From an optimization exercise on the open Yosys and OpenROAD flow, aimed at small area, a short achievable clock period and few clock cycles per item; shortcuts taken in it are not production practice.
Where RTL was checked, it was by simulation tests only, not by an equivalence proof against the original.

==> inputs of maple <==
==> flow/design.v <==
package rau_pkg;
    localparam int NUM_W       = 34;
    localparam int DEN_W       = 33;
    localparam int OUT_TDATA_W = ((NUM_W + DEN_W + 7) / 8) * 8;
    localparam int CMD_W       = 2;
    localparam int STATUS_W    = 2;
    localparam logic [CMD_W-1:0] CMD_ADD = 2'd0;
    localparam logic [CMD_W-1:0] CMD_SUB = 2'd1;
    localparam logic [CMD_W-1:0] CMD_MUL = 2'd2;
    localparam logic [CMD_W-1:0] CMD_DIV = 2'd3;
    localparam logic [STATUS_W-1:0] ST_OK       = 2'd0;
    localparam logic [STATUS_W-1:0] ST_BAD_DEN  = 2'd1;
    localparam logic [STATUS_W-1:0] ST_DIV_ZERO = 2'd2;
endpackage
module rau_seq (
    input  logic        clk,
    input  logic        rst_n,
    input  logic        s_tvalid,
    output logic        s_tready,
    input  logic [63:0] s_tdata,
    input  logic [1:0]  s_tuser,
    output logic        done,       
    input  logic        take,       
    output logic [32:0] n_out,      
    output logic [30:0] d_out,      
    output logic [1:0]  st_out
);
    logic        busy;
    logic        done_reg;
    logic [3:0]  cnt;
    logic [15:0] x1, x2, x3;        
    logic [15:0] s1, s3;            
    logic        neg1, neg3;        
    logic        seen1, seen2, seen3;
    logic        sg1, sg2;          
    logic        en2;               
    logic [16:0] acc_n;             
    logic [14:0] acc_d;             
    logic [1:0]  st;
    logic [15:0] an, ad, bn, bd;
    logic [1:0]  cmd;
    logic        y1, y2, y3, b2;
    logic [17:0] t1, t2, sum_n;
    logic [15:0] t3, sum_d;
    assign an  = s_tdata[15:0];
    assign ad  = s_tdata[31:16];
    assign bn  = s_tdata[47:32];
    assign bd  = s_tdata[63:48];
    assign cmd = s_tuser;
    assign s_tready = !busy;
    assign done     = done_reg;
    always_comb
    begin
        b2    = x3[cnt];
        y1    = s1[0] ^ (neg1 & seen1);
        y2    = (b2 ^ (x3[15] & seen2)) & en2;
        y3    = s3[0] ^ (neg3 & seen3);
        t1    = y1 ? ({{2{x1[15]}}, x1} ^ {18{sg1}}) : 18'd0;
        t2    = y2 ? ({{2{x2[15]}}, x2} ^ {18{sg2}}) : 18'd0;
        sum_n = {acc_n[16], acc_n} + t1 + t2 + 18'(y1 & sg1) + 18'(y2 & sg2);
        t3    = y3 ? (x3 ^ {16{x3[15]}}) : 16'd0;
        sum_d = {1'b0, acc_d} + t3 + 16'(y3 & x3[15]);
    end
    always_ff @(posedge clk or negedge rst_n)
    begin
        if (!rst_n)
        begin
            busy     <= 1'b0;
            done_reg <= 1'b0;
        end
        else if (!busy)
        begin
            busy     <= s_tvalid;
            done_reg <= 1'b0;
        end
        else if (done_reg)
        begin
            busy     <= !take;
            done_reg <= !take;
        end
        else if (cnt == 4'd15)
        begin
            done_reg <= 1'b1;
        end
    end
    always_ff @(posedge clk)
    begin
        if (!busy)
        begin
            x1    <= an;
            x2    <= bn;
            x3    <= ad;
            s1    <= (cmd == rau_pkg::CMD_MUL) ? bn : bd;
            s3    <= (cmd == rau_pkg::CMD_DIV) ? bn : bd;
            neg1  <= (cmd == rau_pkg::CMD_MUL) ? bn[15] : bd[15];
            neg3  <= (cmd == rau_pkg::CMD_DIV) ? bn[15] : bd[15];
            sg1   <= cmd[1] ? (ad[15] ^ bn[15] ^ bd[15]) : ad[15];
            sg2   <= bd[15] ^ (cmd == rau_pkg::CMD_SUB);
            en2   <= !cmd[1];
            seen1 <= 1'b0;
            seen2 <= 1'b0;
            seen3 <= 1'b0;
            cnt   <= 4'd0;
            acc_n <= '0;
            acc_d <= '0;
            if (ad == '0 || bd == '0)
                st <= rau_pkg::ST_BAD_DEN;
            else if (cmd == rau_pkg::CMD_DIV && bn == '0)
                st <= rau_pkg::ST_DIV_ZERO;
            else
                st <= rau_pkg::ST_OK;
        end
        else if (!done_reg)
        begin
            seen1 <= seen1 | s1[0];
            seen2 <= seen2 | b2;
            seen3 <= seen3 | s3[0];
            acc_n <= sum_n[17:1];
            s1    <= {sum_n[0], s1[15:1]};
            acc_d <= sum_d[15:1];
            s3    <= {sum_d[0], s3[15:1]};
            cnt   <= cnt + 4'd1;
        end
    end
    assign n_out  = {acc_n, s1};
    assign d_out  = {acc_d, s3};
    assign st_out = st;
endmodule
module rau_datapath (
    input  logic        clk,
    input  logic        rst_n,
    input  logic        in_done,    
    output logic        take,
    input  logic [32:0] n_in,
    input  logic [30:0] d_in,
    input  logic [1:0]  st_in,
    output logic        m_tvalid,
    input  logic        m_tready,
    output logic [71:0] m_tdata,
    output logic [1:0]  m_tuser
);
    logic        run;
    logic        vld;
    logic [31:0] u, v;
    logic signed [32:0] p, q;
    logic [30:0] r, s;
    logic [1:0]  st;
    logic        ue, ve, eq, ge, trivial, n_neg;
    logic [32:0] d1, d2;
    logic [31:0] pre_u, n_mag;
    logic [2:0]  lowz;
    logic [1:0]  j;                  
    logic [1:0]  jc;                 
    logic [32:0] pre_p;
    logic [30:0] pre_r;
    logic [32:0] sum_pq;
    logic [30:0] sum_rs;
    logic [31:0] u_step, v_step;
    logic [32:0] p_step, q_step;
    logic [30:0] r_step, s_step;
    assign take = in_done && ((!run && !vld) || (vld && m_tready));
    always_comb
    begin
        ue     = !u[0];
        ve     = !v[0];
        eq     = (u == v);
        d1     = {1'b0, u} - {1'b0, v};
        d2     = {1'b0, v} - {1'b0, u};
        ge     = !d1[32];
        sum_pq = p + q;
        sum_rs = r + s;
        if (ue)
        begin
            pre_u = u;
            pre_p = p;
            pre_r = r;
        end
        else if (ve)
        begin
            pre_u = v;
            pre_p = q;
            pre_r = s;
        end
        else
        begin
            pre_u = ge ? d1[31:0] : d2[31:0];
            pre_p = ge ? p : q;
            pre_r = ge ? r : s;
        end
        lowz = ue ? u[3:1] : (ve ? v[3:1] : d1[3:1]);
        if (ue && ve)
            j = 2'd0;
        else if (lowz[0])
            j = 2'd0;
        else if (lowz[1])
            j = 2'd1;
        else
            j = 2'd2;
        jc = (ue && ve) ? 2'd0 : (j + 2'd1);
        u_step = pre_u >> (j + 2'd1);
        p_step = pre_p << jc;
        r_step = pre_r << jc;
        if (ue && ve)
            v_step = v >> 1;
        else if (ue || (!ve && ge))
            v_step = v;
        else
            v_step = u;
        if (eq || (!ue && !ve))
        begin
            q_step = sum_pq;
            s_step = sum_rs;
        end
        else if (ue)
        begin
            q_step = q;
            s_step = s;
        end
        else
        begin
            q_step = p;
            s_step = r;
        end
    end
    always_comb
    begin
        n_neg   = n_in[32];
        n_mag   = n_neg ? 32'(-n_in) : n_in[31:0];
        trivial = (n_in == '0) || (st_in != rau_pkg::ST_OK);
    end
    always_ff @(posedge clk or negedge rst_n)
    begin
        if (!rst_n)
        begin
            run <= 1'b0;
            vld <= 1'b0;
        end
        else if (take)
        begin
            run <= 1'b1;
            vld <= 1'b0;
        end
        else if (vld)
        begin
            vld <= !m_tready;
        end
        else if (run && eq)
        begin
            run <= 1'b0;
            vld <= 1'b1;
        end
    end
    always_ff @(posedge clk)
    begin
        if (take)
        begin
            u  <= trivial ? {1'b0, d_in} : n_mag;
            v  <= {1'b0, d_in};
            p  <= trivial ? 33'sd0 : (n_neg ? -33'sd1 : 33'sd1);
            q  <= 33'sd0;
            r  <= '0;
            s  <= 31'd1;
            st <= st_in;
        end
        else
        begin
            u <= u_step;
            v <= v_step;
            p <= p_step;
            r <= r_step;
            if (run)
            begin
                q <= q_step;
                s <= s_step;
            end
        end
    end
    assign m_tvalid = vld;
    assign m_tdata  = {5'd0, 2'd0, s, q[32], q};
    assign m_tuser  = st;
endmodule
module rational_arith_unit #(
    parameter  int OPERAND_WIDTH = 16,
    localparam int IN_TDATA_W    = ((4 * OPERAND_WIDTH + 7) / 8) * 8
) (
    input  logic                               clk,
    input  logic                               rst_n,
    input  logic                               s_tvalid,
    output logic                               s_tready,
    input  logic [IN_TDATA_W-1:0]              s_tdata,    
    input  logic [rau_pkg::CMD_W-1:0]          s_tuser,    
    output logic                               m_tvalid,
    input  logic                               m_tready,
    output logic [rau_pkg::OUT_TDATA_W-1:0]    m_tdata,    
    output logic [rau_pkg::STATUS_W-1:0]       m_tuser     
);
    logic        mul_done;
    logic        take;
    logic [32:0] n;
    logic [30:0] d;
    logic [1:0]  st;
    rau_seq u_mul (
        .clk      (clk),
        .rst_n    (rst_n),
        .s_tvalid (s_tvalid),
        .s_tready (s_tready),
        .s_tdata  (s_tdata),
        .s_tuser  (s_tuser),
        .done     (mul_done),
        .take     (take),
        .n_out    (n),
        .d_out    (d),
        .st_out   (st)
    );
    rau_datapath u_gcd (
        .clk      (clk),
        .rst_n    (rst_n),
        .in_done  (mul_done),
        .take     (take),
        .n_in     (n),
        .d_in     (d),
        .st_in    (st),
        .m_tvalid (m_tvalid),
        .m_tready (m_tready),
        .m_tdata  (m_tdata),
        .m_tuser  (m_tuser)
    );
endmodule
==> flow/run.sh <==
#!/bin/bash
# synth_recipe.tcl (not shown) runs the flow's synth.tcl, then flattens the netlist and writes it again
# the make line also repeats each setting of config.mk as NAME=value (left out here)
make -C /OpenROAD-flow-scripts/flow DESIGN_CONFIG=/design/flow/config.mk WORK_HOME=/design/flow/orfs CLKGATE_MAP_FILE= SYNTH_SCRIPT=/design/flow/synth_recipe.tcl finish
==> flow/config.mk <==
export PLATFORM = sky130hd
export DESIGN_NAME = rational_arith_unit
export DESIGN_NICKNAME = rational_arith_unit
export VERILOG_FILES = /design/flow/design.v
export SDC_FILE = /design/flow/constraint.sdc
export NUM_CORES = 4
export LEC_CHECK = 0
export CAP_MARGIN = 20
export CORE_MARGIN = 2
export CORE_UTILIZATION = 40
export SLEW_MARGIN = 20
==> flow/constraint.sdc <==
create_clock -name core_clock -period 10.0 [get_ports {clk}]
set_input_delay 2.0000 -clock core_clock [delete_from_list [all_inputs] [get_ports {clk}]]
set_output_delay 2.0000 -clock core_clock [all_outputs]
set_load 0.01 [all_outputs]
==> indigo (differences from maple) <==
--- a/flow/design.v
+++ b/flow/design.v
@@ -30,8 +30,8 @@
     logic [3:0]  cnt;
-    logic [15:0] x1, x2, x3;        
-    logic [15:0] s1, s3;            
+    logic [15:0] x1, x3;            
+    logic [15:0] r1, r3;            
     logic        neg1, neg3;        
-    logic        seen1, seen2, seen3;
+    logic        seen1, seen3;
     logic        sg1, sg2;          
-    logic        en2;               
+    logic        addsub;            
     logic [16:0] acc_n;             
@@ -41,3 +41,3 @@
     logic [1:0]  cmd;
-    logic        y1, y2, y3, b2;
+    logic        y1, y3, yt1, yt2;
     logic [17:0] t1, t2, sum_n;
@@ -53,10 +53,10 @@
     begin
-        b2    = x3[cnt];
-        y1    = s1[0] ^ (neg1 & seen1);
-        y2    = (b2 ^ (x3[15] & seen2)) & en2;
-        y3    = s3[0] ^ (neg3 & seen3);
-        t1    = y1 ? ({{2{x1[15]}}, x1} ^ {18{sg1}}) : 18'd0;
-        t2    = y2 ? ({{2{x2[15]}}, x2} ^ {18{sg2}}) : 18'd0;
-        sum_n = {acc_n[16], acc_n} + t1 + t2 + 18'(y1 & sg1) + 18'(y2 & sg2);
-        t3    = y3 ? (x3 ^ {16{x3[15]}}) : 16'd0;
+        y1    = r1[0] ^ (neg1 & seen1);
+        y3    = r3[0] ^ (neg3 & seen3);
+        yt1   = addsub ? y3 : y1;                   
+        yt2   = addsub & y1;                        
+        t1    = yt1 ? ({{2{x1[15]}}, x1} ^ {18{sg1}}) : 18'd0;
+        t2    = yt2 ? ({{2{x3[15]}}, x3} ^ {18{sg2}}) : 18'd0;
+        sum_n = {acc_n[16], acc_n} + t1 + t2 + 18'(yt1 & sg1) + 18'(yt2 & sg2);
+        t3    = y3 ? (x3 ^ {16{x3[15]}}) : 16'd0;   
         sum_d = {1'b0, acc_d} + t3 + 16'(y3 & x3[15]);
@@ -89,18 +89,16 @@
         begin
-            x1    <= an;
-            x2    <= bn;
-            x3    <= ad;
-            s1    <= (cmd == rau_pkg::CMD_MUL) ? bn : bd;
-            s3    <= (cmd == rau_pkg::CMD_DIV) ? bn : bd;
-            neg1  <= (cmd == rau_pkg::CMD_MUL) ? bn[15] : bd[15];
-            neg3  <= (cmd == rau_pkg::CMD_DIV) ? bn[15] : bd[15];
-            sg1   <= cmd[1] ? (ad[15] ^ bn[15] ^ bd[15]) : ad[15];
-            sg2   <= bd[15] ^ (cmd == rau_pkg::CMD_SUB);
-            en2   <= !cmd[1];
-            seen1 <= 1'b0;
-            seen2 <= 1'b0;
-            seen3 <= 1'b0;
-            cnt   <= 4'd0;
-            acc_n <= '0;
-            acc_d <= '0;
+            x1     <= an;
+            x3     <= ad;
+            r1     <= (cmd == rau_pkg::CMD_DIV) ? bd : bn;
+            r3     <= (cmd == rau_pkg::CMD_DIV) ? bn : bd;
+            neg1   <= (cmd == rau_pkg::CMD_DIV) ? bd[15] : bn[15];
+            neg3   <= (cmd == rau_pkg::CMD_DIV) ? bn[15] : bd[15];
+            sg1    <= cmd[1] ? (ad[15] ^ bn[15] ^ bd[15]) : ad[15];
+            sg2    <= ad[15] ^ bn[15] ^ bd[15] ^ (cmd == rau_pkg::CMD_SUB);
+            addsub <= !cmd[1];
+            seen1  <= 1'b0;
+            seen3  <= 1'b0;
+            cnt    <= 4'd0;
+            acc_n  <= '0;
+            acc_d  <= '0;
             if (ad == '0 || bd == '0)
@@ -114,9 +112,8 @@
         begin
-            seen1 <= seen1 | s1[0];
-            seen2 <= seen2 | b2;
-            seen3 <= seen3 | s3[0];
+            seen1 <= seen1 | r1[0];
+            seen3 <= seen3 | r3[0];
             acc_n <= sum_n[17:1];
-            s1    <= {sum_n[0], s1[15:1]};
             acc_d <= sum_d[15:1];
-            s3    <= {sum_d[0], s3[15:1]};
+            r1    <= {sum_n[0], r1[15:1]};
+            r3    <= {sum_d[0], r3[15:1]};
             cnt   <= cnt + 4'd1;
@@ -124,4 +121,4 @@
     end
-    assign n_out  = {acc_n, s1};
-    assign d_out  = {acc_d, s3};
+    assign n_out  = {acc_n, r1};
+    assign d_out  = {acc_d, r3};
     assign st_out = st;
--- a/flow/config.mk
+++ b/flow/config.mk
@@ -10,2 +10,3 @@
 export CORE_UTILIZATION = 40
+export SETUP_SLACK_MARGIN = 5
 export SLEW_MARGIN = 20
==> notes <==
maple produced a clean layout. indigo passed the timing, DRC and antenna checks.
Worst setup slack: maple is worse than indigo (1.7 ns).
In indigo the routed wire length is smaller than in maple, by 0.86%.
Final area: indigo is lower than maple (about 2%).
Testbench counts of maple, summed over its fixed seeds: cycles 49,220, items 2,400.
No functional check of the RTL was part of indigo.

## afterwards: timing with drivers on the ports
Ports are ideal in the flow. The routed layouts listed here were re-timed in OpenROAD. Step 1: set_driving_cell puts a clkbuf_16 on clk and a buf_2 on each other input, an assumption about the parent block. Step 2, shift: input delay + t, output delay - t, t = (earliest + latest rising clock arrival at the registers) / 2. This alone moves slack from input paths to output paths. Slacks: ideal / step 1 / step 2; pairs: ideal / step 1.
run	t (ns)	slack for setup (ns)	latest minus earliest clock arrival (ns)
maple	0.649	3.502 / 3.502 / 3.502	0.045 / 0.045
indigo	0.637	5.229 / 5.229 / 4.738	0.014 / 0.014
After both steps setup and hold are still met in every run listed. For indigo, which loses most, drivers alone change the setup slack by 0.000 ns; drivers and shift together by -0.491 ns.
